Source: an optimization exercise on an open RTL-to-GDS flow (aim: small area and a short achievable clock period). Production flows keep margins and buffers that such runs may drop. At most, simulation tests tie the RTL to the original design; equivalence was not proved. Function not checked in runs 5 and 7: the RTL went through the layout flow alone. The flow treats the clock pin as an ideal source, which a real chip does not have. Power figures rest on the tool's default switching activity, not on a simulated workload.

==> flow/design.v <==
module ibuffer_pack #(
  parameter int DATA_WIDTH = 64,
  parameter int BEATS      = 2,
  parameter int DEPTH      = 16,
  parameter int DEST_WIDTH = 4,
  localparam int BEAT_W    = DATA_WIDTH + 7,
  localparam int WORD_W    = BEATS * BEAT_W
) (
  input  logic                  clk,
  input  logic                  reset,
  input  logic                  i_valid,
  input  logic                  i_sop,
  input  logic                  i_eop,
  input  logic                  i_error,
  input  logic [2:0]            i_empty,
  input  logic [DATA_WIDTH-1:0] i_data,
  output logic                  o_ready,
  output logic                  o_valid,
  output logic [WORD_W-1:0]     o_data,
  output logic [DEST_WIDTH-1:0] o_dest,
  input  logic                  i_ready,
  output logic                  o_sop_err
);
  localparam int UW = BEAT_W - 1;    
  localparam int LW = BEAT_W - 2;    
  localparam int EOP = UW - 2;       
  localparam int RD = DEPTH - 1;     
  logic [DEPTH-1:0] occ_q, occ_d;
  logic             full_q, rdy_q;
  logic             slot_q, sop_err_q;
  logic [RD-1:0]    wen_q, wen_d, rptr_q;
  logic [RD-1:0][UW-1:0] ram_up_q;
  logic [RD-1:0][LW-1:0] ram_lo_q;
  logic [UW-1:0]         hd_up_q;
  logic [LW-1:0]         hd_lo_q;
  logic                  hd_lv_q, hd_lv_d;
  logic [UW-1:0] beat_up, rd_up, hd_up_d;
  logic [LW-1:0] beat_lo, rd_lo, hd_lo_d;
  logic          valid, two;
  logic          accept, sec, push, pop, to_head, ram_push, ram_pop, hd_en, up_wr;
  assign rdy_q     = !full_q;
  assign valid     = occ_q[0];
  assign two       = occ_q[1];
  assign o_ready   = rdy_q;
  assign o_valid   = valid;
  assign o_data    = {1'b1, hd_up_q, hd_lv_q, 1'b0, hd_lo_q};
  assign o_dest    = o_data[WORD_W-8 -: DEST_WIDTH];
  assign o_sop_err = sop_err_q;
  assign beat_up  = {i_sop, i_eop, i_empty, i_error, i_data};
  assign sec      = slot_q && !i_sop;
  assign beat_lo  = sec ? {i_eop, i_empty, i_error, i_data} : '0;
  assign accept   = i_valid && rdy_q;
  assign push     = accept && (i_eop || sec);
  assign pop      = valid && i_ready;
  assign to_head  = push && (!valid || (!two && pop));
  assign ram_push = push && !to_head;
  assign ram_pop  = pop && two;
  assign hd_en    = ram_pop || to_head;
  assign up_wr    = !slot_q || (i_valid && i_sop);
  always_comb begin
    rd_up = '0;
    rd_lo = '0;
    for (int i = 0; i < RD; i++) begin
      rd_up = rd_up | (ram_up_q[i] & {UW{rptr_q[i]}});
      rd_lo = rd_lo | (ram_lo_q[i] & {LW{rptr_q[i]}});
    end
    hd_up_d = (two || sec) ? rd_up : beat_up;
    hd_lo_d = two ? rd_lo : beat_lo;
    hd_lv_d = two ? !rd_up[EOP] : sec;
  end
  always_comb begin
    occ_d = occ_q;
    if (push && !pop)      occ_d = {occ_q[DEPTH-2:0], 1'b1};
    else if (pop && !push) occ_d = {1'b0, occ_q[DEPTH-1:1]};
    if (occ_d[DEPTH-1])  wen_d = '0;
    else if (full_q)     wen_d = rptr_q;
    else if (ram_push)   wen_d = {wen_q[RD-2:0], wen_q[RD-1]};
    else                 wen_d = wen_q;
  end
  always_ff @(posedge clk or posedge reset) begin
    if (reset) begin
      occ_q     <= '0;
      full_q    <= 1'b0;
      slot_q    <= 1'b0;
      sop_err_q <= 1'b0;
      wen_q     <= RD'(1);
      rptr_q    <= RD'(1);
    end else begin
      occ_q     <= occ_d;
      full_q    <= occ_d[DEPTH-1];
      sop_err_q <= accept && i_sop && slot_q;
      if (accept) slot_q <= !push;
      wen_q     <= wen_d;
      if (ram_pop)  rptr_q <= {rptr_q[RD-2:0], rptr_q[RD-1]};
    end
  end
  always_ff @(posedge clk) begin
    for (int i = 0; i < RD; i++) begin
      if (wen_q[i]) begin
        if (up_wr) ram_up_q[i] <= beat_up;
        ram_lo_q[i] <= beat_lo;
      end
    end
    if (hd_en) begin
      hd_up_q <= hd_up_d;
      hd_lo_q <= hd_lo_d;
      hd_lv_q <= hd_lv_d;
    end
  end
endmodule
==> flow/flow/run.sh <==
#!/bin/bash
# Standard ORFS layout, with three changes:
#  * port buffers are sky130_fd_sc_hd__buf_4 (buffer_ports -buffer_cell) instead of the
#    default choice (a slow delay buffer);
#  * after global placement, flow/post_gpl.tcl moves each output port's buffer next to the
#    register that drives it;
#  * after CTS, flow/post_cts.tcl rebuilds the top of the clock tree (see clk_eco.tcl).
# Each tool's output goes to the ORFS logs under orfs/logs; make's own output to run_make.log.
set -euo pipefail
W=$(pwd)
cat >> "$W/config.mk" <<EOT
export POST_GLOBAL_PLACE_TCL = $W/flow/post_gpl.tcl
export POST_CTS_TCL = $W/flow/post_cts.tcl
export BUFFER_PORTS_ARGS = -buffer_cell sky130_fd_sc_hd__buf_4
EOT
bash standard.sh finish > "$W/run_make.log" 2>&1
==> flow/flow/clk_eco.tcl <==
set blk [ord::get_db_block]
set clk_port_net [[$blk findBTerm clk] getNet]

proc out_net {inst} {
  foreach it [$inst getITerms] { if {[$it isOutputSignal]} { return [$it getNet] } }
  return "NULL"
}
proc is_reg_clk {it} {
  set inst [$it getInst]
  if {[[$inst getMaster] isSequential]} { return 1 }
  return 0
}

# Walk the clock tree from the port: collect leaves (buffers driving register clock pins)
# and upper cells (everything else in the tree above the leaves).
set leaves {}
set upper {}
set upper_nets {}
set todo [list $clk_port_net]
while {[llength $todo]} {
  set net [lindex $todo 0]; set todo [lrange $todo 1 end]
  foreach it [$net getITerms] {
    if {![$it isInputSignal]} continue
    set inst [$it getInst]
    if {[[$inst getMaster] isSequential]} continue
    set on [out_net $inst]
    if {$on eq "NULL"} { lappend upper $inst; continue }
    set leaf 0
    foreach it2 [$on getITerms] {
      if {[$it2 isInputSignal] && [[[$it2 getInst] getMaster] isSequential]} { set leaf 1; break }
    }
    if {$leaf} { lappend leaves $inst } else { lappend upper $inst; lappend upper_nets $on; lappend todo $on }
  }
}
puts "clock eco: [llength $leaves] leaf buffers, [llength $upper] upper cells"

set die [$blk getDieArea]
set cx [expr {([$die xMin] + [$die xMax]) / 2}]
set cy [expr {([$die yMin] + [$die yMax]) / 2}]
array set grp {}
foreach l $leaves {
  set loc [$l getLocation]
  set q [expr {([lindex $loc 0] >= $cx ? 1 : 0) + ([lindex $loc 1] >= $cy ? 2 : 0)}]
  lappend grp($q) $l
}

set master [[ord::get_db] findMaster sky130_fd_sc_hd__buf_16]
foreach q [lsort [array names grp]] {
  set sx 0; set sy 0; set n 0
  foreach l $grp($q) { set loc [$l getLocation]; incr sx [lindex $loc 0]; incr sy [lindex $loc 1]; incr n }
  set net [odb::dbNet_create $blk "clknet_eco_$q"]
  $net setSigType CLOCK
  set b [odb::dbInst_create $blk $master "clkbuf_eco_$q"]
  $b setSourceType TIMING
  [$b findITerm A] connect $clk_port_net
  [$b findITerm X] connect $net
  $b setLocation [expr {$sx / $n}] [expr {$sy / $n}]
  $b setPlacementStatus PLACED
  foreach l $grp($q) {
    set a [$l findITerm A]
    $a disconnect
    $a connect $net
  }
  puts "clock eco: quadrant $q buffer drives $n leaves"
}
foreach u $upper { odb::dbInst_destroy $u }
foreach n $upper_nets { if {[llength [$n getITerms]] == 0} { odb::dbNet_destroy $n } }
==> flow/flow/post_cts.tcl <==
# Runs at the end of ORFS's CTS step (POST_CTS_TCL): replace the top of the clock tree by
# four port-driven quadrant buffers, then repair setup and hold again around the new tree.
source [file join [file dirname [info script]] clk_eco.tcl]
set_propagated_clock [all_clocks]
estimate_parasitics -placement
detailed_placement
estimate_parasitics -placement
report_clock_latency
repair_timing_helper
detailed_placement
check_placement -verbose
estimate_parasitics -placement
report_clock_latency
report_worst_slack
==> flow/flow/post_gpl.tcl <==
# Runs at the end of ORFS's global placement (POST_GLOBAL_PLACE_TCL): put each output port's
# buffer next to the cell that drives it, so that the register driving an output sees a short
# wire and the (stronger) port buffer drives the long wire to the pin. Detailed placement
# legalizes the moved buffers afterwards.
set blk [ord::get_db_block]
set moved 0
foreach bt [$blk getBTerms] {
  if {[$bt getIoType] ne "OUTPUT"} continue
  set net [$bt getNet]
  set buf ""
  foreach it [$net getITerms] { if {[$it isOutputSignal]} { set buf [$it getInst] } }
  if {$buf eq ""} continue
  set in [$buf findITerm A]
  if {$in eq "NULL"} continue
  set drv ""
  foreach it [[$in getNet] getITerms] { if {[$it isOutputSignal]} { set drv [$it getInst] } }
  if {$drv eq ""} continue
  set loc [$drv getLocation]
  $buf setLocation [lindex $loc 0] [lindex $loc 1]
  incr moved
}
puts "post_gpl: moved $moved output buffers next to their drivers"
==> flow/standard.sh <==
#!/bin/bash
# synth_recipe.tcl (not shown) runs the flow's synth.tcl, then flattens the netlist and writes it again
# the make line also repeats each setting of config.mk as NAME=value (left out here)
make -C /OpenROAD-flow-scripts/flow DESIGN_CONFIG=/design/flow/config.mk WORK_HOME=/design/flow/orfs CLKGATE_MAP_FILE= SYNTH_SCRIPT=/design/flow/synth_recipe.tcl "${@:-finish}"
==> flow/config.mk <==
export PLATFORM = sky130hd
export DESIGN_NAME = ibuffer_pack
export DESIGN_NICKNAME = ibuffer_pack
export VERILOG_FILES = /design/flow/design.v
export SDC_FILE = /design/flow/constraint.sdc
export NUM_CORES = 4
export LEC_CHECK = 0
export CAP_MARGIN = 20
export CORE_MARGIN = 2
export CORE_UTILIZATION = 60
export CTS_CLUSTER_DIAMETER = 90
export CTS_CLUSTER_SIZE = 28
export PLACE_DENSITY = 0.7
export SETUP_SLACK_MARGIN = 3.2
export SLEW_MARGIN = 20
export POST_GLOBAL_PLACE_TCL = /design/flow/flow/post_gpl.tcl
export POST_CTS_TCL = /design/flow/flow/post_cts.tcl
export BUFFER_PORTS_ARGS = -buffer_cell sky130_fd_sc_hd__buf_4
==> flow/constraint.sdc <==
create_clock -name core_clock -period 5.5 [get_ports {clk}]
set_input_delay 1.1000 -clock core_clock [delete_from_list [all_inputs] [get_ports {clk}]]
set_output_delay 1.1000 -clock core_clock [all_outputs]
set_load 0.01 [all_outputs]
==> notes.md, run 1 <==
* Outcome: no timing/DRC/antenna violations
* Initial antenna violation count at 22
* Peak VDD IR at ~0.38 mV
* Syn_nets at 4491
* Setup slack after layout at 3.16 ns
* Total congestion overflow at 0
* Hold_ws at 0.523 ns
* Number of global-route vias before repair at 44400
* WHS Path Cells at 2
* Yosys cell types at 41
* Yosys reg bits at around 2300
* Min cycle time layout at 2.34 ns
* Vias at 46800
* Iter 0 DRT Violations at between 8000 and 9000
* # DRC at 0
* Flop2flop setup slack at roughly 3.2 ns
* Clock Sinks at 2273
* Total negative slack at 0 ns
* Design area at 0.0901 sq mm
* CP peak stage delay at approximately 0.52 ns
* Pins over their slew limit at 0
* Share of post-route cells with drive strength above 1 at 0.132
* Fill count at 8784
* Overall Power at ~33 mW
* Yosys warning count at 1
* Final #Nets at 4665
* Die X at 374 um
* Endpoints failing setup at 0
* Initial Util at 0.605
* Synth top cells by count: 2225 x edfxtp_1, 625 x a22oi_1, 168 x nor2_1
* Placed instance area at 0.0858 sq mm
* Post-synthesis sequential area ratio at 0.828
* Die area at 0.140 sq mm
* Worst Path Arrival at 1.24 ns
* Ys async rst share at 0.0211
* Worst-margin pin slew at 1.08 ns
* RSZ-0062 raised after global routing: yes
* Mapped Cells at 4415
* Core area at 0.136 sq mm
* Mapped cell area at 0.0821 sq mm
* First-pass GRT wire length at 332000 um
* Average wire per standard cell at ~38 um
* Tcrit/Tclk final at 0.426
* Ranking of synthesized cells by area: edfxtp_1 81%, a22oi_1 5.7%, a221oi_1 1.5%, a22o_1 1.5%, dfrtp_1 1.4%
* Count of buffers from port buffering at 220
* GRT Overall Usage at 0.334
* Leak at 32.2 nW
* Hold EP: occ_q[7]
* RR Endpoint: ram_up_q[633]
* Top-count cell post-synth: edfxtp_1
* Hold Crit Class: reg -> reg
* WP data required at about 4.4 ns
* Worst Setup Path Type: reg -> out
* Clock skew at 0.0418 ns
* Clock-pin slew on the worst setup and hold paths at 0.11 ns
* DRT Pass-1 Iters at 9
* Endpoints failing hold at 0
* Clk latency of the worst-skew pair at roughly 0.58 ns
* Finished Core Util at 0.665
* Hpwl dp at between 100000 and 150000 um
* Largest net degree at the start of global routing at 111
* Largest area contributor in the netlist: edfxtp_1
* Max Fclk at 0.427 GHz
* Post-Place Cells at 6192
* Worst Setup End Kind: output pin
* Die height at 374 um
* Number of vias per cell at 7.32
* Area Overhead vs Synth at 9.78%
* Reg2reg path depth at 2
* Max-capacitance violation count at 0
* Drt total wl at 241000 um
* CP Max Fanout at 2
* Worst r2r src: wen_q[9]
* CTS tree: done
* Post-synth top area share at 0.814
* Pre-CTS WS at 1.82 ns
* Num ports at 223
* Worst path slowest cell: dfrtp_4
* PwrDens at 365 mW/mm^2
* CP Launch Type: flop
* Post-synth EDFFs at approximately 2200
* Slew headroom at 0.279
* Most used flip-flop cell after synthesis: edfxtp_1
* Final Instance Count excl. Fillers at approximately 6400
* Rows at 135
* Min-delay src: occ_q[7]
* CP cell instances: inv_4 > buf_6
* Antenna Nets Post-Route at 0
* Syn avg cell area at ~19 sq um
## report_power, final
group          switching (mW)  internal (mW)
clock                    4.83           2.92
combinational            2.42           1.30
sequential              0.547           20.9
total                    7.79           25.1
## worst max-delay path by stage
stage,from,to,slack (ns),depth (start not counted)
3_3_place_gp,i_sop,ram_up_q[842],1.85,5
2_1_floorplan,i_sop,hd_lo_q[0],-0.28,4
3_5_place_dp,i_sop,ram_up_q[846],1.82,5
5_1_grt,occ_q[15],o_ready,3.14,2
6_report,occ_q[15],o_ready,3.16,2
## logic make-up after synthesis
| group | Yosys count | share of synthesized area |
|---|---|---|
| buffers and inverters | 308 | 0.0166 |
| muxes | 45 | 0.00640 |
| other | 2 | 0.0000915 |
| and+or+nand+nor | 634 | 0.0383 |
| DFF | 2273 | 0.828 |
| adders and majority gates | 2 | 0.000305 |
| AOI/OAI and AO/OA | 1151 | 0.110 |
## worst max-delay path: cells and delay by family, from the launching register on
family / cells / cell delay (ns)
buf+inv: 2 / 0.17
flops: 1 / 0.52
## layout make-up, without the clock buffers
type                    count  area [sq um]  area share
inverters                   8          33.8    0.000375
multi-input cells        1846         13100       0.145
diodes                      5          12.5    0.000139
clock inverters             5          68.8    0.000763
repair buffers            373          4330      0.0480
flip-flops and latches   2273         68100       0.756
well taps                1781          2230      0.0247
## per-layer routing
layer | track usage | vias up | routed length (um)
li1 | - | 18600 | -
met1 | 0.471 | 24100 | 86500
met2 | 0.545 | 3669 | 114000
met3 | 0.0581 | 395 | 32400
met4 | 0.0973 | 10 | 7550
met5 | 0 | - | 51
## flip-flops by register name (all words and copies together), names as in the netlist
signal and count:
ram_up_q 1050, ram_lo_q 1035, hd_up_q 70, hd_lo_q 69, occ_q 16, rptr_q 15
wen_q 15, hd_lv_q 1, slot_q 1, sop_err_q 1
## layout by cell type, fill, tap and decap left out, types with 30 or more instances in the layout
cell       count
nand3_1      138
a222oi_1      70
a21oi_1       83
buf_6        145
clkbuf_16     88
and2_2        34
and2_1        36
nand4_1      138
a221oi_1     139
nor2_1       165
buf_12        41
a22o_1       139
a22oi_1      624
edfxtp_1    2225
o22a_1        69
dfrtp_4       30
buf_4        162
nand2_1       99
==> run 2, diff against run 1 <==
--- a/flow/config.mk
+++ b/flow/config.mk
@@ -11,7 +11,7 @@
 export CTS_CLUSTER_DIAMETER = 90
 export CTS_CLUSTER_SIZE = 28
 export PLACE_DENSITY = 0.7
-export SETUP_SLACK_MARGIN = 3.2
+export SETUP_SLACK_MARGIN = 3.3
 export SLEW_MARGIN = 20
 export POST_GLOBAL_PLACE_TCL = /design/flow/flow/post_gpl.tcl
 export POST_CTS_TCL = /design/flow/flow/post_cts.tcl
==> notes.md, run 2 <==
* Sw power at 7.95 mW
* Yosys cell types at 41
* Num ports at 223
* Mapped cell area at about 0.082 sq mm
* Rows at 135
* Final Instance Count excl. Fillers at 6438
* Total congestion overflow at 0
* Commonest non-fill, non-tap cell in the layout: edfxtp_1
* First-pass GRT wire length at ~340000 um
* Worst setup path end: o_ready
* Yosys reg bits at 2273
* Adder-Cell Fraction of Synth Area at 0.000305
* Pre-CTS WS at 1.82 ns
* Peak VDD IR at 0.378 mV
* Synth Area in Simple Gates at 0.0383
* Number of vias per cell at roughly 7.4
* Yosys warning count at 1
* Most flop-heavy register: ram_up_q
* GRT Overall Usage at 0.345
* Clock network power share at 0.234
* Commonest cells after routing, fill and taps aside: 2225 x edfxtp_1, 624 x a22oi_1, 163 x buf_4
* RR Endpoint: hd_up_q[5]
* Max-capacitance violation count at 0
* Most used flip-flop cell after synthesis: edfxtp_1
* Pins over their slew limit at 0
* Number of global-route vias before repair at 44900
* Post-synthesis sequential area ratio at 0.828
* Iter 0 DRT Violations at 8318
* Worst Path Arrival at 1.23 ns
* Hold Crit Class: reg -> reg
* Post-Place Cells at 6192
* Outcome: no timing/DRC/antenna violations
* Int Power at around 25 mW
* Ranking of synthesized cells by area: edfxtp_1 81%, a22oi_1 5.7%, a221oi_1 1.5%, a22o_1 1.5%, dfrtp_1 1.4%
* PwrDens at around 370 mW/mm^2
* Core area at ~0.14 sq mm
* Clock skew at ~0.05 ns
* Sw frac at 0.239
* Endpoints failing setup at 0
* Leak at 32.6 nW
* Reg2reg path depth at 5
* Worst Setup End Kind: output pin
* Synth top cells by count: 2225 x edfxtp_1, 625 x a22oi_1, 168 x nor2_1
* Hpwl dp at around 110000 um
* Post-synth EDFFs at approximately 2200
* Worst Setup Path Type: reg -> out
* Largest family of logic cells by synthesized area: compound AO/OA/AOI/OAI gates
* Tcrit/Tclk final at 0.424
* Flop2flop setup slack at 3.23 ns
* Vias at around 47000
* WP data required at 4.40 ns
* Max Fclk at about 0.43 GHz
* CP Launch Type: flop
* Drt total wl at 246000 um
* Count of buffers from port buffering at 220
* Seq pwr share at 0.645
* DRT Pass-1 Iters at 8
* Clock-pin slew on the worst setup and hold paths at 0.11 ns
* Average wire per standard cell at about 38 um
* Reg area at 0.0681 sq mm
* Worst-margin pin slew at 1.11 ns
* Top-count cell post-synth: edfxtp_1
* # DRC at 0
* Number of flip-flops in the largest register at 1050
* Largest net degree at the start of global routing at approximately 100
* Worst Setup SP: occ_q[15]
* Worst r2r src: rptr_q[1]
* Final #Nets at 4704
* CP Max Fanout at 2
* Clk latency of the worst-skew pair at 0.58 ns
* Die height at 374 um
* Setup slack after layout at 3.17 ns
* Die X at 374 um
* Fill count at 8672
* Share of post-route cells with drive strength above 1 at 0.145
* Syn avg cell area at 18.6 sq um
* Initial Util at 0.605
* Syn_nets at 4491
* Comb pwr share at 0.121
* Initial antenna violation count at 20
* Endpoints failing hold at 0
* Post-synthesis compound-gate area fraction at 0.110
* Clock Sinks at 2273
* Antenna Nets Post-Route at 0
* Die area at 0.140 sq mm
* Mapped Cells at 4415
* Overall Power at 33.2 mW
* Ys async rst share at 0.0211
* Multi-input logic area at about 0.013 sq mm
* Regs by FF count: ram_up_q: 1050 flops, ram_lo_q: 1035 flops, hd_up_q: 70 flops
* Area Overhead vs Synth at 10.7%
* Fraction of synthesized area in multiplexers at 0.00640
* Synth Area in XOR/XNOR at 0
* CTS tree: done
* Finished Core Util at 0.670
* RSZ-0062 raised after global routing: yes
* Largest area contributor in the netlist: edfxtp_1
* Min cycle time layout at 2.33 ns
* Slew headroom at 0.260
* Post-synth top area share at 0.814
==> run 2: cell counts after synthesis <==
Identical to the previous run, type by type.
==> run 2: cell families (layout without fill, tap and decap cells) <==
| family | Yosys count | in the layout |
|---|---|---|
| muxes | 45 | 45 |
| and+or+nand+nor | 634 | 646 |
| adders and majority gates | 2 | 2 |
| AOI/OAI and AO/OA | 1151 | 1151 |
| DFF | 2273 | 2273 |
| buffers and inverters | 308 | 529 |
| other | 2 | 11 |
==> run 2: worst max-delay path, cell delays in order, from the launching register on <==
cell	delay, ns
dfrtp_4	0.53
inv_4	0.07
buf_6	0.10
==> run 2: routing by layer <==
| metal | GRT usage | up-vias | wire length, um |
|---|---|---|---|
| met5 | 0 | - | 171 |
| met4 | 0.120 | 10 | 9420 |
| met3 | 0.0681 | 473 | 33400 |
| met2 | 0.549 | 3845 | 116000 |
| met1 | 0.482 | 24400 | 86900 |
| li1 | - | 18700 | - |
==> run 2: cell type report, without the clock buffers <==
type,instances,area share
clock inverters,5,0.000757
well taps,1781,0.0245
inverters,8,0.000372
diodes,9,0.000248
multi-input cells,1846,0.145
flip-flops and latches,2273,0.749
repair buffers,412,0.0554
==> run 2: worst min path at each step <==
stage	from	end	slack, ns	cells past startpoint
2_1_floorplan	occ_q[14]	occ_q[14]	0.47	2
3_3_place_gp	occ_q[5]	occ_q[5]	0.49	2
3_5_place_dp	occ_q[13]	occ_q[13]	0.50	2
5_1_grt	occ_q[13]	occ_q[13]	0.57	2
6_report	occ_q[7]	occ_q[7]	0.52	2
==> run 2: power groups by stage <==
stage | sequential (mW) | clock, mW | combinational, mW
after floorplan | 21.9 | 0 | 1.27
after global placement | 21.9 | 0 | 2.86
after detailed placement | 21.8 | 0 | 3.17
after global routing | 21.6 | 8.29 | 4.15
final | 21.4 | 7.76 | 4.02
==> run 2: per-stage QoR <==
step	hold WS [ns]	TNS, ns	cell area (sq um)
5_1_grt	0.575	0	90900
3_3_place_gp	0.490	0	85800
3_5_place_dp	0.504	0	85800
2_1_floorplan	0.471	-39.19	82200
6_report	0.523	0	90900
==> run 3, diff against run 2 <==
--- a/flow/design.v
+++ b/flow/design.v
@@ -26,7 +26,7 @@
   localparam int EOP = UW - 2;       
   localparam int RD = DEPTH - 1;     
   logic [DEPTH-1:0] occ_q, occ_d;
-  logic             full_q, rdy_q;
+  logic             full_q, rdy_q, o_ready_q;
   logic             slot_q, sop_err_q;
   logic [RD-1:0]    wen_q, wen_d, rptr_q;
   logic [RD-1:0][UW-1:0] ram_up_q;
@@ -41,7 +41,7 @@
   assign rdy_q     = !full_q;
   assign valid     = occ_q[0];
   assign two       = occ_q[1];
-  assign o_ready   = rdy_q;
+  assign o_ready   = o_ready_q;    
   assign o_valid   = valid;
   assign o_data    = {1'b1, hd_up_q, hd_lv_q, 1'b0, hd_lo_q};
   assign o_dest    = o_data[WORD_W-8 -: DEST_WIDTH];
@@ -81,6 +81,7 @@
     if (reset) begin
       occ_q     <= '0;
       full_q    <= 1'b0;
+      o_ready_q <= 1'b1;
       slot_q    <= 1'b0;
       sop_err_q <= 1'b0;
       wen_q     <= RD'(1);
@@ -88,6 +89,7 @@
     end else begin
       occ_q     <= occ_d;
       full_q    <= occ_d[DEPTH-1];
+      o_ready_q <= !occ_d[DEPTH-1];
       sop_err_q <= accept && i_sop && slot_q;
       if (accept) slot_q <= !push;
       wen_q     <= wen_d;
--- a/flow/flow/run.sh
+++ b/flow/flow/run.sh
@@ -3,7 +3,7 @@
 #  * port buffers are sky130_fd_sc_hd__buf_4 (buffer_ports -buffer_cell) instead of the
 #    default choice (a slow delay buffer);
 #  * after global placement, flow/post_gpl.tcl moves each output port's buffer next to the
-#    register that drives it;
+#    register that drives it, then places the pins again;
 #  * after CTS, flow/post_cts.tcl rebuilds the top of the clock tree (see clk_eco.tcl).
 # Each tool's output goes to the ORFS logs under orfs/logs; make's own output to run_make.log.
 set -euo pipefail
--- a/flow/flow/post_gpl.tcl
+++ b/flow/flow/post_gpl.tcl
@@ -20,3 +20,10 @@
   incr moved
 }
 puts "post_gpl: moved $moved output buffers next to their drivers"
+
+# Place the pins again, now that the cells (and the moved port buffers) have their places, so
+# each pin sits near the cell it connects to. Same layers as ORFS's own pin placement step.
+set hl met3; set vl met2
+if {[info exists ::env(IO_PLACER_H)]} { set hl $::env(IO_PLACER_H) }
+if {[info exists ::env(IO_PLACER_V)]} { set vl $::env(IO_PLACER_V) }
+place_pins -hor_layers $hl -ver_layers $vl
==> notes.md, run 3 <==
* Commonest cells after routing, fill and taps aside: 2225 x edfxtp_1, 624 x a22oi_1, 200 x buf_4
* Endpoints failing setup at 0
* Yosys warning count at 1
* Hpwl dp at 113000 um
* Overall Power at 31.0 mW
* Min cycle time layout at 2.31 ns
* Ys async rst share at 0.0215
* Initial Util at 0.606
* Synth Area in Simple Gates at 0.0383
* Area Overhead vs Synth at 11.1%
* Commonest non-fill, non-tap cell in the layout: edfxtp_1
* GRT busiest layer: met2
* Int Power at 23.9 mW
* Synth Area in XOR/XNOR at 0
* Comb pwr share at 0.109
* Mapped cell area at 0.0822 sq mm
* Yosys cell types at 40
* Die height at about 370 um
* Post-synth top area share at 0.813
* Number of flip-flops in the largest register at 1050
* First-pass GRT wire length at between 300000 and 400000 um
* CP Launch Type: input port
* GRT Overall Usage at 0.339
* Largest net degree at the start of global routing at 86
* Synth top cells by count: 2225 x edfxtp_1, 625 x a22oi_1, 168 x nor2_1
* Syn_nets at 4493
* Max-capacitance violation count at 0
* Count of buffers from port buffering at between 200 and 250
* Most flop-heavy register: ram_up_q
* Clock Sinks at roughly 2300
* WP data required at 5.94 ns
* Drt total wl at 242000 um
* Pins over their slew limit at 0
* Ranking of synthesized cells by area: edfxtp_1 81%, a22oi_1 5.7%, a221oi_1 1.5%, a22o_1 1.5%, dfrtp_1 1.4%
* Clock skew at 0.0387 ns
* Tcrit/Tclk final at 0.420
* Num ports at 223
* DRT Pass-1 Iters at 8
* Post-synth EDFFs at 2225
* Leak at 28.0 nW
* Sw frac at 0.228
* Largest area contributor in the netlist: edfxtp_1
* RSZ-0062 raised after global routing: yes
* Yosys reg bits at 2274
* Endpoints failing hold at 0
* Hold Crit Class: reg -> reg
* Met3 GRT Util at 0.0670
* Mapped Cells at 4417
* Largest family of logic cells by synthesized area: compound AO/OA/AOI/OAI gates
* Final #Nets at ~4700
* # DRC at 0
* Clock network power share at 0.251
* Post-synthesis sequential area ratio at 0.828
* Outcome: no timing/DRC/antenna violations
* Core area at 0.136 sq mm
* Fill count at 8717
* Max Fclk at 0.433 GHz
* Syn avg cell area at 18.6 sq um
* Adder-Cell Fraction of Synth Area at 0.000305
* Seq pwr share at 0.640
* CP Max Fanout at 5
* Multi-input logic area at 0.0132 sq mm
* Slew headroom at 0.302
* PwrDens at 339 mW/mm^2
* Vias at 47000
* Number of global-route vias before repair at about 45000
* Average wire per standard cell at between 30 and 40 um
* Worst Setup Path Type: in -> reg
* Met2 usage at 0.540
* Die X at ~370 um
* Sw power at 7.07 mW
* Fraction of synthesized area in multiplexers at 0.00640
* Final Instance Count excl. Fillers at 6480
* Iter 0 DRT Violations at 8604
* Rows at between 100 and 150
* Clk latency of the worst-skew pair at about 0.57 ns
* Reg area at 0.0682 sq mm
* Peak VDD IR at 0.365 mV
* Initial antenna violation count at 16
* Worst-margin pin slew at 1.04 ns
* Met1 usage at 0.470
* CTS tree: done
* Total congestion overflow at 0
* Number of vias per cell at between 7 and 8
* Most used flip-flop cell after synthesis: edfxtp_1
* Regs by FF count: ram_up_q: 1050 flops, ram_lo_q: 1035 flops, hd_up_q: 70 flops
* Post-synthesis compound-gate area fraction at 0.110
* Share of post-route cells with drive strength above 1 at 0.154
* Top-count cell post-synth: edfxtp_1
* Die area at 0.140 sq mm
* Post-Place Cells at 6219
* Worst Path Arrival at between 2 and 3 ns
* Hold_ws at 0.531 ns
* Worst Setup End Kind: flop
* Antenna Nets Post-Route at 0
* Clock-pin slew on the worst setup and hold paths at 0.11 ns
## run 3: final timing paths
kind / from / to / slack, ns / cells after the start
min in group asynchronous: reset / wen_q[5] / 0.77 / 3
min reg2reg: occ_q[6] / occ_q[6] / 0.53 / 2
max: i_sop / wen_q[14] / 3.19 / 13
min: occ_q[6] / occ_q[6] / 0.53 / 2
max reg2reg: rptr_q[10] / hd_up_q[67] / 3.26 / 5
max in group asynchronous: reset / rptr_q[10] / 4.18 / 3
## run 3: logic make-up after synthesis
kind of cell	count (synthesis)
and+or+nand+nor	634
AOI/OAI and AO/OA	1152
other	2
muxes	45
DFF	2274
buffers and inverters	308
adders and majority gates	2
## run 3: power groups by stage
| stage | combinational (mW) | clock [mW] | sequential, mW |
|---|---|---|---|
| 2_1_floorplan | 1.04 | 0 | 20.4 |
| 3_3_place_gp | 2.39 | 0 | 20.3 |
| 3_5_place_dp | 2.64 | 0 | 20.1 |
| 5_1_grt | 3.53 | 8.35 | 19.9 |
| 6_report | 3.38 | 7.77 | 19.8 |
## run 3: stage by stage
step,area (sq um),setup WS [ns],utilization,TNS (ns)
finish,91200,3.19,0.673,0
global route,91200,3.14,0.673,0
detailed placement,85900,1.54,0.634,0
global placement,85900,1.58,0.634,0
floorplan,82300,-0.280,-,-39.24
## run 3: cell type report, without the clock buffers
class,count,share of cell area
multi-input combinational,1846,0.145
tap,1781,0.0244
antenna,5,0.000137
inverter,8,0.000329
timing repair buffer,450,0.0575
clock inverter,3,0.000686
sequential,2274,0.747
## run 3: critical path, cell delays in order
cell	delay, ns
buf_12	0.08
buf_6	0.09
nor2b_4	0.04
buf_12	0.12
o21ai_4	0.16
inv_2	0.08
ha_4	0.18
nand2b_4	0.15
o21ai_4	0.17
buf_6	0.15
buf_12	0.14
nor2_4	0.03
mux2_4	0.26
## run 3: per-layer routing
layer | vias to the layer above | routed length, um
met4 | 8 | 9980
li1 | 18800 | -
met5 | - | 43
met2 | 3568 | 114000
met1 | 24200 | 85000
met3 | 489 | 32300
==> run 4, diff against run 3 <==
--- a/flow/flow/post_cts.tcl
+++ b/flow/flow/post_cts.tcl
@@ -7,6 +7,10 @@
 estimate_parasitics -placement
 report_clock_latency
 repair_timing_helper
+# A fresh call of repair_timing gets further than the first one stopped, so call it again.
+repair_timing_helper -setup
+repair_timing_helper -setup
+repair_timing_helper -hold
 detailed_placement
 check_placement -verbose
 estimate_parasitics -placement
==> notes.md, run 4 <==
* RSZ-0062 raised after global routing: yes
* Initial antenna violation count at 17
* Post-synth top area share at 0.813
* Max Fclk at 0.434 GHz
* Drt total wl at approximately 240000 um
* Leak at roughly 28 nW
* WP data required at 5.94 ns
* Endpoints failing setup at 0
* Rows at 135
* Reg area at 0.0682 sq mm
* Ranking of synthesized cells by area: edfxtp_1 81%, a22oi_1 5.7%, a221oi_1 1.5%, a22o_1 1.5%, dfrtp_1 1.4%
* First-pass GRT wire length at between 300000 and 400000 um
* WHS Path Cells at 2
* Hpwl dp at 113000 um
* Yosys warning count at 1
* Final Instance Count excl. Fillers at 6475
* DRT Pass-1 Iters at 7
* Synth top cells by count: 2225 x edfxtp_1, 625 x a22oi_1, 168 x nor2_1
* Mapped Cells at 4417
* Clock-pin slew on the worst setup and hold paths at 0.11 ns
* Largest area contributor in the netlist: edfxtp_1
* Worst Setup Path Type: in -> reg
* Max-capacitance violation count at 0
* Die height at 374 um
* Total congestion overflow at 0
* Area Overhead vs Synth at 11.1%
* Fill count at 8697
* Outcome: no timing/DRC/antenna violations
* Initial Util at 0.606
* Worst r2r src: occ_q[1]
* Commonest cells after routing, fill and taps aside: 2225 x edfxtp_1, 624 x a22oi_1, 192 x buf_4
* Clock skew at 0.0356 ns
* Die area at 0.140 sq mm
* Pins over their slew limit at 0
* Number of flip-flops in the largest register at 1050
* Yosys cell types at 40
* # DRC at 0
* Ys async rst share at 0.0215
* Mapped cell area at 0.0822 sq mm
* Tcrit/Tclk final at 0.419
* Syn_nets at about 4500
* Multi-input logic area at 0.0133 sq mm
* Largest net degree at the start of global routing at 86
* Antenna Nets Post-Route at 0
* Total negative slack at 0 ns
* Peak VDD IR at roughly 0.36 mV
* Yosys reg bits at 2274
* Average wire per standard cell at 37.3 um
* Count of buffers from port buffering at between 200 and 250
* Most flop-heavy register: ram_up_q
* PwrDens at 339 mW/mm^2
* Top-count cell post-synth: edfxtp_1
* Num ports at 223
* Endpoints failing hold at 0
* Die X at around 370 um
* Placed instance area at ~0.086 sq mm
* Clk latency of the worst-skew pair at about 0.57 ns
* Commonest non-fill, non-tap cell in the layout: edfxtp_1
* RR Endpoint: wen_q[2]
* Clock Sinks at 2274
* Share of post-route cells with drive strength above 1 at 0.155
* Reg2reg path depth at 5
* Design area at 0.0913 sq mm
* GRT Overall Usage at 0.339
* Number of vias per cell at 7.27
* Post-synthesis sequential area ratio at 0.828
* Iter 0 DRT Violations at 8525
* Final #Nets at 4736
* Pre-CTS WS at 1.54 ns
* Overall Power at 31.0 mW
* Setup slack after layout at 3.20 ns
* Hold Crit Class: reg -> reg
* Flop2flop setup slack at around 3.3 ns
* Hold EP: occ_q[6]
* Worst Setup End Kind: flop
* Min-delay src: occ_q[6]
* Number of global-route vias before repair at 44900
* Regs by FF count: ram_up_q: 1050 flops, ram_lo_q: 1035 flops, hd_up_q: 70 flops
* Post-synth EDFFs at 2225
* Syn avg cell area at between 15 and 20 sq um
* Vias at ~47000
* CP Launch Type: input port
* Core area at between 0.1 and 0.15 sq mm
* Worst-margin pin slew at approximately 1.0 ns
* CP Max Fanout at 5
* Min cycle time layout at 2.30 ns
* Most used flip-flop cell after synthesis: edfxtp_1
* Slew headroom at 0.330
* Post-Place Cells at between 6000 and 7000
* CTS tree: done
* Worst Path Arrival at 2.74 ns
run 4: changes by cell type in the layout (fill, tap and decap cells not counted), sizes merged:
| cell | delta |
|---|---|
| buf | -7 |
| diode | +2 |
run 4: cell type report, without the clock buffers:
cell class / count / share of cell area
inverters: 8 / 0.000329
flip-flops and latches: 2274 / 0.747
well taps: 1781 / 0.0244
clock inverters: 3 / 0.000686
multi-input cells: 1846 / 0.145
repair buffers: 443 / 0.0570
diodes: 7 / 0.000192
run 4: power breakdown:
| part | switching [mW] | internal (mW) |
|---|---|---|
| clock | 4.83 | 2.94 |
| combinational | 2.01 | 1.36 |
| sequential | 0.220 | 19.6 |
run 4: worst max-delay path by stage:
stage	slack [ns]	to	from	cells after the start
global route	3.17	wen_q[14]	i_sop	13
floorplan	-0.28	hd_lo_q[0]	i_sop	4
finish	3.20	wen_q[12]	i_sop	13
detailed placement	1.54	wen_q[10]	i_sop	10
global placement	1.58	wen_q[9]	i_sop	10
run 4: metrics by stage:
stage | util | hold WS (ns)
6_report | 0.673 | 0.531
2_1_floorplan | - | 0.472
5_1_grt | 0.673 | 0.546
3_3_place_gp | 0.634 | 0.496
3_5_place_dp | 0.634 | 0.506
run 4: kinds of logic after synthesis:
family          after synthesis  share of synthesized area
compound gates             1152                      0.110
fa+ha+maj                     2                   0.000304
buf+inv                     308                     0.0169
flops                      2274                      0.828
mux                          45                    0.00640
other cells                   2                  0.0000914
simple gates                634                     0.0383
run 4: layer usage:
layer,global-route usage,wire length [um],share of wire
met1,0.470,85700,0.35
met2,0.540,114000,0.47
met3,0.0671,31700,0.13
met4,0.129,10500,0.043
met5,0,74,0.00031
run 4: critical path, cell delays in order:
cell      delay [ns]
buf_12          0.08
buf_6           0.09
nor2b_4         0.04
buf_12          0.12
o21ai_4         0.16
inv_2           0.08
ha_4            0.18
nand2b_4        0.15
o21ai_4         0.16
buf_6           0.15
buf_12          0.14
nor2_4          0.04
mux2_4          0.26
==> run 5, diff against run 4 <==
--- a/flow/design.v
+++ b/flow/design.v
@@ -26,7 +26,7 @@
   localparam int EOP = UW - 2;       
   localparam int RD = DEPTH - 1;     
   logic [DEPTH-1:0] occ_q, occ_d;
-  logic             full_q, rdy_q, o_ready_q;
+  logic             full_q, rdy_q, nrdy_q, nrdy_d;
   logic             slot_q, sop_err_q;
   logic [RD-1:0]    wen_q, wen_d, rptr_q;
   logic [RD-1:0][UW-1:0] ram_up_q;
@@ -41,7 +41,7 @@
   assign rdy_q     = !full_q;
   assign valid     = occ_q[0];
   assign two       = occ_q[1];
-  assign o_ready   = o_ready_q;    
+  assign o_ready   = !nrdy_q;
   assign o_valid   = valid;
   assign o_data    = {1'b1, hd_up_q, hd_lv_q, 1'b0, hd_lo_q};
   assign o_dest    = o_data[WORD_W-8 -: DEST_WIDTH];
@@ -72,16 +72,16 @@
     occ_d = occ_q;
     if (push && !pop)      occ_d = {occ_q[DEPTH-2:0], 1'b1};
     else if (pop && !push) occ_d = {1'b0, occ_q[DEPTH-1:1]};
-    if (occ_d[DEPTH-1])  wen_d = '0;
-    else if (full_q)     wen_d = rptr_q;
-    else if (ram_push)   wen_d = {wen_q[RD-2:0], wen_q[RD-1]};
+    if (full_q)          wen_d = pop ? rptr_q : '0;
+    else if (ram_push)   wen_d = (occ_q[DEPTH-2] && !pop) ? '0 : {wen_q[RD-2:0], wen_q[RD-1]};
     else                 wen_d = wen_q;
+    nrdy_d = full_q ? !pop : (occ_q[DEPTH-2] && push && !pop);
   end
   always_ff @(posedge clk or posedge reset) begin
     if (reset) begin
       occ_q     <= '0;
       full_q    <= 1'b0;
-      o_ready_q <= 1'b1;
+      nrdy_q    <= 1'b0;
       slot_q    <= 1'b0;
       sop_err_q <= 1'b0;
       wen_q     <= RD'(1);
@@ -89,7 +89,7 @@
     end else begin
       occ_q     <= occ_d;
       full_q    <= occ_d[DEPTH-1];
-      o_ready_q <= !occ_d[DEPTH-1];
+      nrdy_q    <= nrdy_d;
       sop_err_q <= accept && i_sop && slot_q;
       if (accept) slot_q <= !push;
       wen_q     <= wen_d;
==> notes.md, run 5 <==
* Outcome: no timing/DRC/antenna violations
* Area Overhead vs Synth at 11.9%
* Number of global-route vias before repair at 44900
* Endpoints failing setup at 0
* DRT met1 WL at 87600 um
* Delay-heaviest family, CP: compound AO/OA/AOI/OAI gates
* Reg2reg path depth at 4
* DRT Pass-1 Iters at 6
* Worst-margin pin slew at around 1.1 ns
* Hpwl dp at roughly 110000 um
* Top-count cell post-synth: edfxtp_1
* Min cycle time layout at approximately 2.4 ns
* Largest area contributor in the netlist: edfxtp_1
* Worst Setup Path Type: reg -> reg
* Flop2flop setup slack at 3.08 ns
* Die area at approximately 0.14 sq mm
* Fill count at 8651
* Syn_nets at between 4000 and 5000
* Clock-pin slew on the worst setup and hold paths at 0.12 ns
* CP Max Fanout at 8
* Max Fclk at around 0.41 GHz
* Mapped Cells at roughly 4400
* Number of flip-flops in the largest register at 1050
* Count of buffers from port buffering at 220
* Peak VDD IR at 0.343 mV
* Met3 wire length at 37500 um
* PwrDens at ~340 mW/mm^2
* Yosys warning count at 1
* Largest net degree at the start of global routing at around 110
* Mapped cell area at 0.0820 sq mm
* Critical path depth in cells at 4
* Iter 0 DRT Violations at about 9500
* Regs by FF count: ram_up_q: 1050 flops, ram_lo_q: 1035 flops, hd_up_q: 70 flops
* Worst Setup SP: rptr_q[4]
* First-pass GRT wire length at between 300000 and 400000 um
* GRT Overall Usage at 0.347
* Max-capacitance violation count at 0
* CP bufs+invs at 0
* Initial antenna violation count at 21
* Vias at 47700
* Post-synthesis sequential area ratio at 0.830
* Clock Sinks at around 2300
* Most flop-heavy register: ram_up_q
* Rows at 135
* Hold_ws at 0.534 ns
* Final #Nets at 4734
* CTS tree: done
* Synth top cells by count: 2225 x edfxtp_1, 624 x a22oi_1, 166 x clkbuf_1
* Worst Setup End Kind: flop
* Die height at 374 um
* RSZ-0062 raised after global routing: yes
* Clock skew at 0.0899 ns
* Initial Util at 0.605
* CP cell instances: a222oi_1 > nand3_1 > nor2_2 > a21oi_1
* Yosys reg bits at 2274
* Antenna Nets Post-Route at 0
* Commonest non-fill, non-tap cell in the layout: edfxtp_1
* Ranking of synthesized cells by area: edfxtp_1 82%, a22oi_1 5.7%, a22o_1 1.6%, a221oi_1 1.5%, dfrtp_1 1.4%
* Yosys cell types at 39
* Total negative slack at 0 ns
* Drt total wl at 249000 um
* Total congestion overflow at 0
* Worst Path Arrival at around 2.7 ns
* Clk latency of the worst-skew pair at ~0.60 ns
* Share of post-route cells with drive strength above 1 at 0.161
* Uppermost layer routed: met5
* Leak at 28.2 nW
* Number of vias per cell at 7.35
* CP Launch Type: flop
* Pins over their slew limit at 0
* Met2 WL at 114000 um
* Num ports at roughly 220
* Post-synth EDFFs at 2225
* Commonest cells after routing, fill and taps aside: 2225 x edfxtp_1, 624 x a22oi_1, 194 x buf_4
* Endpoints failing hold at 0
* Core area at 0.135 sq mm
* Worst setup path end: hd_up_q[13]
* Die X at 374 um
* Post-synth top area share at 0.815
* Average wire per standard cell at 38.3 um
* # DRC at 0
* Worst path slowest cell: a222oi_1
* WP data required at 5.80 ns
* Syn avg cell area at 18.6 sq um
* RR Endpoint: hd_up_q[13]
* Slew headroom at 0.291
* Tcrit/Tclk final at 0.439
* Most used flip-flop cell after synthesis: edfxtp_1
* Ys async rst share at 0.0215
* Hold Crit Class: reg -> reg
* Worst r2r src: rptr_q[4]
* CP peak stage delay at 0.95 ns
==> run 5: changes by cell type after synthesis, moves of 2 or more <==
| cell | before | now |
|---|---|---|
| a22o_1 | 139 | 154 |
| buf_4 | 10 | 7 |
| a21oi_1 | 84 | 87 |
| buf_2 | 134 | 59 |
| and2b_1 | 4 | 0 |
| mux2i_1 | 15 | 0 |
| buf_1 | 43 | 65 |
| clkbuf_1 | 110 | 166 |
| nand2_1 | 99 | 102 |
| nor2b_1 | 11 | 15 |
| nor2_1 | 168 | 154 |
| o21ai_4 | 2 | 0 |
==> run 5: layer usage <==
metal,GRT usage,vias up
li1,-,18800
met1,0.495,24300
met2,0.533,4131
met3,0.0790,502
met4,0.124,8
met5,0,-
==> run 5: cells by family after synthesis <==
kind of cell	count (synthesis)	share of synthesized area
fa+ha+maj	2	0.000305
compound gates	1168	0.112
other cells	2	0.0000916
flops	2274	0.830
simple gates	622	0.0377
buf+inv	306	0.0155
mux	30	0.00458
==> run 5: worst register-to-register path: stages, from the launching register on <==
cell and delay (ns):
dfrtp_4 0.58, a222oi_1 0.96, nand3_1 0.28, nor2_2 0.22
a21oi_1 0.09
==> run 5: through the flow <==
| stage | std cells | instance area (sq um) | worst slack (ns) | power (mW) | util |
|---|---|---|---|---|---|
| 2_1_floorplan | 4404 | 82100 | 1.25 | 21.4 | - |
| 3_3_place_gp | 6183 | 85700 | 2.04 | 22.7 | 0.632 |
| 3_5_place_dp | 6183 | 85700 | 2.04 | 22.8 | 0.632 |
| 5_1_grt | 6485 | 91700 | 3.11 | 31.9 | 0.677 |
| 6_report | 6494 | 91700 | 3.08 | 31.2 | 0.677 |
==> run 5: worst min-delay path by stage <==
stage          startpoint   endpoint  depth (start not counted)
2_1_floorplan    occ_q[4]   occ_q[4]                          2
3_3_place_gp     occ_q[9]   occ_q[9]                          2
3_5_place_dp    occ_q[11]  occ_q[11]                          2
5_1_grt          occ_q[7]   occ_q[7]                          2
6_report        occ_q[11]  occ_q[11]                          2
==> run 5: final cells by class, without the clock buffers <==
type	instances	area (sq um)	share of cell area
Inverter	7	26.3	0.000287
Multi-Input combinational cell	1832	13200	0.144
Tap cell	1781	2230	0.0243
Sequential cell	2274	68200	0.743
Clock inverter	4	28.8	0.000314
Timing Repair Buffer	457	5670	0.0619
Antenna cell	9	22.5	0.000246
==> run 5: power breakdown <==
group,switching [mW],internal [mW]
combinational,2.05,1.46
sequential,0.246,19.6
clock,4.88,2.95
total,7.18,24.0
==> run 6, diff against run 5 <==
--- a/flow/design.v
+++ b/flow/design.v
@@ -55,7 +55,7 @@
   assign to_head  = push && (!valid || (!two && pop));
   assign ram_push = push && !to_head;
   assign ram_pop  = pop && two;
-  assign hd_en    = ram_pop || to_head;
+  assign hd_en    = !valid || i_ready;
   assign up_wr    = !slot_q || (i_valid && i_sop);
   always_comb begin
     rd_up = '0;
--- a/flow/config.mk
+++ b/flow/config.mk
@@ -11,7 +11,7 @@
 export CTS_CLUSTER_DIAMETER = 90
 export CTS_CLUSTER_SIZE = 28
 export PLACE_DENSITY = 0.7
-export SETUP_SLACK_MARGIN = 3.3
+export SETUP_SLACK_MARGIN = 3.4
 export SLEW_MARGIN = 20
 export POST_GLOBAL_PLACE_TCL = /design/flow/flow/post_gpl.tcl
 export POST_CTS_TCL = /design/flow/flow/post_cts.tcl
==> notes.md, run 6 <==
* Outcome: no timing/DRC/antenna violations
* CP peak stage delay at 0.45 ns
* Largest net degree at the start of global routing at 139
* Num ports at 223
* CP bufs+invs at 1
* Number of vias per cell at 7.24
* Endpoints failing setup at 0
* Total negative slack at 0 ns
* Rows at 135
* Final Instance Count excl. Fillers at ~6500
* Number of global-route vias before repair at 44800
* Leak at 28.4 nW
* Post-Place Cells at 6183
* Syn_nets at 4473
* Yosys warning count at 1
* Ys async rst share at 0.0215
* Commonest cells after routing, fill and taps aside: 2225 x edfxtp_1, 623 x a22oi_1, 172 x buf_4
* WP data required at 4.40 ns
* Clock-pin slew on the worst setup and hold paths at around 0.11 ns
* Reg2reg path depth at 6
* Worst-margin pin slew at 0.959 ns
* Worst Path Arrival at 1.18 ns
* Critical path depth in cells at 1
* Vias at ~47000
* CP Launch Type: flop
* Number of flip-flops in the largest register at 1050
* Delay-heaviest family, CP: flip-flops
* CP cell instances: buf_6
* Final #Nets at 4723
* DRT Pass-1 Iters at 9
* Largest area contributor in the netlist: edfxtp_1
* Pins over their slew limit at 0
* Post-synthesis sequential area ratio at 0.830
* Average wire per standard cell at 37.2 um
* Drt total wl at 241000 um
* # DRC at 0
* Slew headroom at 0.360
* CTS tree: done
* GRT Overall Usage at 0.337
* Peak VDD IR at 0.385 mV
* Endpoints failing hold at 0
* Max Fclk at about 0.44 GHz
* Clock Sinks at around 2300
* Commonest non-fill, non-tap cell in the layout: edfxtp_1
* First-pass GRT wire length at 333000 um
* Die X at 374 um
* Share of post-route cells with drive strength above 1 at 0.162
* Hold Crit Class: reg -> reg
* Worst Setup Path Type: reg -> out
* Die height at 374 um
* Max-capacitance violation count at 0
* Mapped Cells at 4397
* Mapped cell area at 0.0819 sq mm
* Hpwl dp at 110000 um
* Top-count cell post-synth: edfxtp_1
* PwrDens at 339 mW/mm^2
* Fill count at 8571
* Worst path slowest cell: edfxtp_1
* Synth top cells by count: 2225 x edfxtp_1, 626 x a22oi_1, 165 x clkbuf_1
* RSZ-0062 raised after global routing: yes
* Yosys reg bits at approximately 2300
* Count of buffers from port buffering at 220
* Initial Util at 0.605
* Core area at between 0.1 and 0.15 sq mm
* Post-synth top area share at 0.815
* Clk latency of the worst-skew pair at 0.57 ns
* Min cycle time layout at around 2.3 ns
* Syn avg cell area at between 15 and 20 sq um
* WHS Path Cells at 2
* Total congestion overflow at 0
* Most flop-heavy register: ram_up_q
* Regs by FF count: ram_up_q: 1050 flops, ram_lo_q: 1035 flops, hd_up_q: 70 flops
* CP Max Fanout at 2
* Ranking of synthesized cells by area: edfxtp_1 82%, a22oi_1 5.7%, a22o_1 1.6%, a221oi_1 1.5%, dfrtp_1 1.4%
* Tcrit/Tclk final at 0.414
* Yosys cell types at 39
* Clock skew at about 0.035 ns
* Initial antenna violation count at 20
* Post-synth EDFFs at approximately 2200
* Area Overhead vs Synth at 12.0%
* Die area at 0.140 sq mm
* Iter 0 DRT Violations at 8480
* Worst Setup End Kind: output pin
* Antenna Nets Post-Route at 0
* Most used flip-flop cell after synthesis: edfxtp_1
[run 6: changes by cell type after synthesis, moves of 2 or more]
cell and change:
a21oi_1 -4, a22oi_1 +2, buf_1 +15, buf_2 -14, nand2_1 -3, nor2_1 -3
[run 6: cell families after synthesis]
logic type | Yosys count | synth area share
AND/OR/NAND/NOR | 618 | 0.0376
other | 2 | 0.0000917
adder cells (fa/ha/maj) | 2 | 0.000305
flip-flops | 2274 | 0.830
AO/OA/AOI/OAI | 1166 | 0.112
multiplexers | 30 | 0.00458
buffers and inverters | 305 | 0.0153
[run 6: area by class of cell, without the clock buffers]
class                      count  area, sq um  share of cell area
inverter                       6         26.3            0.000286
sequential                  2274        68200               0.743
antenna                        7         17.5            0.000191
timing repair buffer         452         5760              0.0628
multi-input combinational   1827        13300               0.144
tap                         1781         2230              0.0243
clock inverter                 3         28.8            0.000314
[run 6: routing by layer]
metal  routed length (um)  vias up  track usage
li1                     -    18700            -
met1                85300    24000        0.481
met2               113000     3683        0.530
met3                33300      468       0.0628
met4                 9310       12        0.117
met5                  278        -            0
[run 6: per-stage QoR]
stage / hold WS, ns / utilization / cell area, sq um / setup slack (ns) / total power [mW]
2_1_floorplan: 0.500 / - / 82500 / 2.60 / 21.6
3_3_place_gp: 0.524 / 0.634 / 85900 / 1.65 / 23.1
3_5_place_dp: 0.538 / 0.634 / 85900 / 1.59 / 23.2
5_1_grt: 0.593 / 0.677 / 91800 / 3.20 / 31.8
6_report: 0.563 / 0.677 / 91800 / 3.22 / 31.1
[run 6: final timing paths]
kind / start / endpoint / slack (ns)
worst min-delay path: occ_q[11] / occ_q[11] / 0.56
worst min register to register: occ_q[11] / occ_q[11] / 0.56
max in group asynchronous: reset / wen_q[8] / 4.19
worst max-delay path: hd_up_q[60] / o_dest[0] / 3.22
min in group asynchronous: reset / occ_q[12] / 0.73
worst max register to register: rptr_q[7] / hd_lo_q[28] / 3.40
[run 6: report_power, final]
| group | switching, mW | leakage [nW] | total [mW] | internal (mW) |
|---|---|---|---|---|
| sequential | 0.282 | 20.2 | 20.0 | 19.7 |
| clock | 4.81 | 1.12 | 7.73 | 2.92 |
| combinational | 1.90 | 7.02 | 3.36 | 1.46 |
==> run 7, diff against run 6 <==
--- a/flow/design.v
+++ b/flow/design.v
@@ -103,7 +103,13 @@
         ram_lo_q[i] <= beat_lo;
       end
     end
-    if (hd_en) begin
+  end
+  always_ff @(posedge clk or posedge reset) begin
+    if (reset) begin
+      hd_up_q <= '0;
+      hd_lo_q <= '0;
+      hd_lv_q <= 1'b0;
+    end else if (hd_en) begin
       hd_up_q <= hd_up_d;
       hd_lo_q <= hd_lo_d;
       hd_lv_q <= hd_lv_d;
--- a/flow/config.mk
+++ b/flow/config.mk
@@ -11,7 +11,7 @@
 export CTS_CLUSTER_DIAMETER = 90
 export CTS_CLUSTER_SIZE = 28
 export PLACE_DENSITY = 0.7
-export SETUP_SLACK_MARGIN = 3.4
+export SETUP_SLACK_MARGIN = 3.3
 export SLEW_MARGIN = 20
 export POST_GLOBAL_PLACE_TCL = /design/flow/flow/post_gpl.tcl
 export POST_CTS_TCL = /design/flow/flow/post_cts.tcl
==> notes.md, run 7 <==
* Most flop-heavy register: ram_up_q
* CP Max Fanout at 52
* Clock Sinks at about 2300
* Post-synth EDFFs at roughly 2100
* Average wire per standard cell at 36.9 um
* Most used cell, CP: nor3_1
* Endpoints failing setup at 0
* Slew headroom at 0.328
* Num ports at 223
* Number of vias per cell at 7.19
* Area Overhead vs Synth at 11.5%
* Commonest non-fill, non-tap cell in the layout: edfxtp_1
* Largest area contributor in the netlist: edfxtp_1
* Delay-heaviest family, CP: flip-flops
* Worst Setup End Kind: flop
* Synth top cells by count: 2085 x edfxtp_1, 819 x a22oi_1, 324 x nand2_1
* Hold_ws at slightly above 0.5 ns
* Ranking of synthesized cells by area: edfxtp_1 76%, a22oi_1 7.4%, dfrtp_1 5.7%, nand2_1 1.5%, nor3_1 1.2%
* Post-synth top area share at 0.757
* Iter 0 DRT Violations at 8867
* First-pass GRT wire length at 352000 um
* Die area at 0.141 sq mm
* GRT Overall Usage at 0.355
* PwrDens at 335 mW/mm^2
* Vias at about 50000
* Number of global-route vias before repair at 46900
* Pins over their slew limit at 0
* Commonest cells after routing, fill and taps aside: 2085 x edfxtp_1, 818 x a22oi_1, 323 x nand2_1
* Initial antenna violation count at 23
* CP bufs+invs at 1
* Count of buffers from port buffering at between 200 and 250
* DRT Pass-1 Iters at 7
* Final Instance Count excl. Fillers at 6912
* Top-count cell post-synth: edfxtp_1
* Hpwl dp at 119000 um
* WP data required at between 5 and 6 ns
* Tcrit/Tclk final at 0.427
* Antenna Nets Post-Route at 0
* Max Fclk at 0.426 GHz
* CP Launch Type: flop
* Syn avg cell area at 17.2 sq um
* Peak VDD IR at 0.368 mV
* # DRC at 0
* Clock-pin slew on the worst setup and hold paths at 0.11 ns
* RSZ-0062 raised after global routing: yes
* Total congestion overflow at 0
* Yosys cell types at between 40 and 50
* Total negative slack at 0 ns
* Worst Path Arrival at ~2.8 ns
* Worst path slowest cell: dfrtp_4
* Rows at roughly 140
* Hold Crit Class: reg -> reg
* Drt total wl at 255000 um
* Die X at roughly 380 um
* Yosys reg bits at about 2300
* Post-Place Cells at 6558
* Post-synthesis sequential area ratio at 0.814
* Core area at 0.137 sq mm
* Endpoints failing hold at 0
* Mapped Cells at around 4800
* Die height at 375 um
* Clock skew at 0.0660 ns
* Max-capacitance violation count at 0
* Min cycle time layout at 2.35 ns
* Initial Util at 0.603
* Outcome: no timing/DRC/antenna violations
* Overall Power at 30.9 mW
* CTS tree: done
* Final #Nets at just over 5000
* Finished Core Util at 0.673
* Regs by FF count: ram_up_q: 1050 flops, ram_lo_q: 1035 flops, hd_up_q: 70 flops
* Worst Setup Path Type: reg -> reg
* Clk latency of the worst-skew pair at 0.58 ns
* Mapped cell area at 0.0827 sq mm
* CP cell instances: buf_16 > a222oi_1 > nand3_1 > nor3_1 > nor3_1
* CP peak stage delay at 0.63 ns
* Yosys warning count at 1
* Syn_nets at 4875
* Number of flip-flops in the largest register at 1050
* Share of post-route cells with drive strength above 1 at 0.143
* Ys async rst share at 0.0831
* Largest net degree at the start of global routing at around 100
* Most used flip-flop cell after synthesis: edfxtp_1
* Leak at 29.1 nW
* Worst-margin pin slew at ~1.0 ns
[run 7: changes by cell type after synthesis, sizes merged, moves of 65 or more]
cell	delta
a21oi	-65
a221oi	-99
a22o	-83
a22oi	+193
dfrtp	+140
edfxtp	-140
nand2	+225
nand4	-68
nor3	+204
o22a	-69
[run 7: path summary, 6_finish.rpt]
kind / start / endpoint / depth (start not counted) / slack [ns]
min: hd_lo_q[61] / hd_lo_q[61] / 2 / 0.51
min reg2reg: hd_lo_q[61] / hd_lo_q[61] / 2 / 0.51
max reg2reg: rptr_q[10] / hd_up_q[46] / 5 / 3.15
max: rptr_q[10] / hd_up_q[46] / 5 / 3.15
min in group asynchronous: reset / hd_lo_q[58] / 2 / 0.52
max in group asynchronous: reset / hd_lo_q[42] / 3 / 4.06
[run 7: metrics by stage]
step	worst slack (ns)	instance area [sq um]
floorplan	1.76	82900
global placement	1.84	86200
detailed placement	1.80	86300
global route	3.21	92200
finish	3.15	92300
[run 7: routing by layer]
metal	global-route usage	vias up	wire length, um
li1	-	19800	-
met1	0.492	25400	89000
met2	0.553	3843	119000
met3	0.0774	569	35300
met4	0.147	12	12200
met5	0	-	83
[run 7: power breakdown]
part           internal, mW  switching (mW)
sequential             19.2           0.324
combinational          1.44            1.91
clock                  3.06            4.95
total                  23.7            7.19
[run 7: layout make-up, without the clock buffers]
cell class / instances / area, sq um
multi-input combinational: 2200 / 14400
timing repair buffer: 464 / 5600
sequential: 2274 / 67500
antenna: 15 / 37.5
clock inverter: 4 / 63.8
tap: 1794 / 2240
fill: 8939 / 44900
inverter: 4 / 18.8
[run 7: tightest hold or removal path: stages (launching register included)]
cell and delay [ns]:
dfrtp_1 0.37, nand2_1 0.05, o31ai_1 0.06
[run 7: logic make-up (layout without fill, tap and decap cells)]
logic type / Yosys count / count (layout) / synth area share
compound gates: 1114 / 1114 / 0.104
fa+ha+maj: 2 / 2 / 0.000302
buf+inv: 335 / 629 / 0.0170
flops: 2274 / 2274 / 0.814
mux: 30 / 30 / 0.00454
other cells: 2 / 17 / 0.0000908
simple gates: 1042 / 1052 / 0.0601
==> run 8, diff against run 7 <==
--- a/flow/design.v
+++ b/flow/design.v
@@ -103,13 +103,7 @@
         ram_lo_q[i] <= beat_lo;
       end
     end
-  end
-  always_ff @(posedge clk or posedge reset) begin
-    if (reset) begin
-      hd_up_q <= '0;
-      hd_lo_q <= '0;
-      hd_lv_q <= 1'b0;
-    end else if (hd_en) begin
+    if (hd_en) begin
       hd_up_q <= hd_up_d;
       hd_lo_q <= hd_lo_d;
       hd_lv_q <= hd_lv_d;
--- a/flow/config.mk
+++ b/flow/config.mk
@@ -7,10 +7,10 @@
 export LEC_CHECK = 0
 export CAP_MARGIN = 20
 export CORE_MARGIN = 2
-export CORE_UTILIZATION = 60
+export CORE_UTILIZATION = 65
 export CTS_CLUSTER_DIAMETER = 90
 export CTS_CLUSTER_SIZE = 28
-export PLACE_DENSITY = 0.7
+export PLACE_DENSITY = 0.74
 export SETUP_SLACK_MARGIN = 3.3
 export SLEW_MARGIN = 20
 export POST_GLOBAL_PLACE_TCL = /design/flow/flow/post_gpl.tcl
==> notes.md, run 8 <==
* Hold EP: occ_q[9]
* Clock network power share at 0.247
* CTS tree: done
* Number of flip-flops in the largest register at 1050
* Endpoints failing hold at 0
* Int Power at 24.1 mW
* Max Fclk at 0.440 GHz
* Yosys cell types at 39
* Post-synthesis sequential area ratio at 0.830
* Post-Place Cells at 6045
* Area Overhead vs Synth at 10.6%
* Slew headroom at 0.269
* Mapped Cells at 4397
* Iter 0 DRT Violations at 9631
* Pins over their slew limit at 0
* Min cycle time layout at between 2 and 2.5 ns
* Clk latency of the worst-skew pair at 0.57 ns
* GRT Overall Usage at 0.368
* Ys async rst share at 0.0215
* Worst Setup SP: rptr_q[9]
* CP Launch Type: flop
* CP peak stage delay at between 0.6 and 0.7 ns
* Mapped cell area at 0.0819 sq mm
* Initial Util at 0.653
* Clock-pin slew on the worst setup and hold paths at 0.11 ns
* Die X at 359 um
* # DRC at 0
* Clock skew at 0.0337 ns
* Top-count cell post-synth: edfxtp_1
* Post-synth EDFFs at 2225
* Final #Nets at ~4700
* Most flop-heavy register: ram_up_q
* Average wire per standard cell at approximately 38 um
* Die area at roughly 0.13 sq mm
* Worst r2r src: rptr_q[9]
* Overall Power at 31.3 mW
* Share of post-route cells with drive strength above 1 at 0.145
* Peak VDD IR at 0.368 mV
* DRT Pass-1 Iters at 7
* Hold Crit Class: reg -> reg
* Delay-heaviest family, CP: compound AO/OA/AOI/OAI gates
* Most used flip-flop cell after synthesis: edfxtp_1
* Vias at 47600
* Worst Setup Path Type: reg -> reg
* Core area at 0.125 sq mm
* Flop2flop setup slack at 3.23 ns
* Yosys warning count at 1
* Total congestion overflow at 0
* Sw power at between 7 and 8 mW
* Regs by FF count: ram_up_q: 1050 flops, ram_lo_q: 1035 flops, hd_up_q: 70 flops
* CP cell instances: buf_12 > a22o_1 > a221oi_1 > and3_1 > a31oi_1
* PwrDens at 345 mW/mm^2
* Rows at between 100 and 150
* Leak at between 20 and 30 nW
* Sw frac at 0.229
* Hpwl dp at 109000 um
* Hold_ws at 0.556 ns
* Comb pwr share at 0.114
* Syn_nets at 4473
* First-pass GRT wire length at 334000 um
* Endpoints failing setup at 0
* Outcome: no timing/DRC/antenna violations
* CP bufs+invs at 1
* Die height at 359 um
* Drt total wl at 241000 um
* Critical path depth in cells at 5
* Antenna Nets Post-Route at 0
* Seq pwr share at 0.639
* CP Max Fanout at 63
* WP data required at about 5.8 ns
* Max-capacitance violation count at 0
* Synth top cells by count: 2225 x edfxtp_1, 626 x a22oi_1, 165 x clkbuf_1
* Syn avg cell area at 18.6 sq um
* Tcrit/Tclk final at 0.413
* Num ports at 223
* RR Endpoint: hd_up_q[68]
* Worst path slowest cell: dfrtp_4
* Number of vias per cell at 7.57
* Final Instance Count excl. Fillers at around 6300
* Largest area contributor in the netlist: edfxtp_1
* Total negative slack at 0 ns
* WHS Path Cells at 2
* Largest net degree at the start of global routing at between 80 and 90
* Commonest cells after routing, fill and taps aside: 2225 x edfxtp_1, 624 x a22oi_1, 167 x buf_4
* Initial antenna violation count at 23
* Count of buffers from port buffering at 220
* Fill count at 7161
* RSZ-0062 raised after global routing: yes
* Post-synth top area share at 0.815
* Clock Sinks at 2274
* Worst-margin pin slew at between 1 and 1.5 ns
* Worst Path Arrival at 2.56 ns
* Worst Setup End Kind: flop
* Reg2reg path depth at 5
* Number of global-route vias before repair at 45400
* Yosys reg bits at 2274
* Ranking of synthesized cells by area: edfxtp_1 82%, a22oi_1 5.7%, a22o_1 1.6%, a221oi_1 1.5%, dfrtp_1 1.4%
* Min-delay src: occ_q[9]
* Commonest non-fill, non-tap cell in the layout: edfxtp_1
-- run 8: cell count changes after synthesis, sizes merged, moves of 65 or more --
cell and change:
o22a +69, a221oi +99, a22oi -193, nand4 +68, dfrtp -140, nor3 -204
edfxtp +140, nand2 -225, a21oi +65, a22o +83
-- run 8: stage by stage --
stage	setup WS (ns)	util	instance area, sq um
after detailed placement	1.59	0.683	85600
final	3.23	0.723	90600
after floorplan	2.60	-	82400
after global placement	1.64	0.682	85500
after global routing	3.20	0.723	90600
-- run 8: tightest hold or removal path, delay by kind of cell, from the launching register on --
kind             cells  cell delay (ns)
flip-flops           1             0.40
AND/OR/NAND/NOR      1             0.06
AO/OA/AOI/OAI        1             0.06
-- run 8: area by class of cell, without the clock buffers --
type,count,area (sq um),share of cell area
flip-flops and latches,2274,68200,0.752
well taps,1650,2060,0.0228
inverters,6,26.3,0.000290
repair buffers,404,4910,0.0541
multi-input cells,1830,13200,0.145
clock inverters,2,25.0,0.000276
diodes,2,5.00,0.0000552
-- run 8: cell families (layout without fill, tap and decap cells) --
| family | count (synthesis) | in the layout | synth area share |
|---|---|---|---|
| compound gates | 1166 | 1166 | 0.112 |
| simple gates | 618 | 630 | 0.0376 |
| flops | 2274 | 2274 | 0.830 |
| other cells | 2 | 4 | 0.0000917 |
| buf+inv | 305 | 534 | 0.0153 |
| mux | 30 | 30 | 0.00458 |
| fa+ha+maj | 2 | 2 | 0.000305 |
-- run 8: worst max-delay path by stage --
| stage | end |
|---|---|
| global placement | ram_up_q[2] |
| floorplan | ram_up_q[0] |
| detailed placement | ram_up_q[220] |
| finish | hd_up_q[68] |
| global route | o_dest[0] |
-- run 8: power groups by stage --
| stage | clock, mW | sequential (mW) | combinational (mW) |
|---|---|---|---|
| 2_1_floorplan | 0 | 20.5 | 1.08 |
| 3_3_place_gp | 0 | 20.5 | 2.61 |
| 3_5_place_dp | 0 | 20.3 | 2.91 |
| 5_1_grt | 8.22 | 20.0 | 3.70 |
| 6_report | 7.74 | 20.0 | 3.56 |
-- run 8: routing by layer --
layer,GRT usage,routed length [um],share of wire,up-vias
met2,0.582,113000,0.47,4329
met5,0,71,0.00029,-
met3,0.0787,36800,0.15,645
li1,-,-,-,18600
met1,0.510,80400,0.33,24000
met4,0.144,11100,0.046,12

## what the ideal ports hide
In the flow no input, the clock included, has a driving cell. The finished layouts below were timed again as built, in two steps. Step 1, drivers: a clkbuf_16 drives clk and a buf_2 each remaining input, both assumed. Step 2 also shifts input and output timing later by t, the mid clock arrival at the registers, as if the neighbouring blocks saw the same clock. Three values: no drivers, after step 1, after step 2; two values: the first two.
| run | shift t [ns] | slack for setup (ns) | worst slew at a driven data input, ns | pins driven straight from the clock port |
|---|---|---|---|---|
| run 1 | 0.736 | 3.156 / 2.976 / 2.634 | 0.12 | 4 |
| run 2 | 0.735 | 3.167 / 2.988 / 2.654 | 0.13 | 4 |
| run 3 | 0.724 | 3.189 / 3.029 / 2.551 | 0.08 | 4 |
| run 4 | 0.724 | 3.198 / 3.033 / 2.560 | 0.08 | 4 |
| run 5 | 0.742 | 3.084 / 3.007 / 2.571 | 0.10 | 4 |
| run 6 | 0.728 | 3.225 / 3.045 / 2.776 | 0.07 | 4 |
| run 7 | 0.736 | 3.151 / 3.048 / 2.627 | 0.11 | 4 |
| run 8 | 0.730 | 3.227 / 3.049 / 2.691 | 0.14 | 4 |
After both steps setup and hold are still met in every run listed.
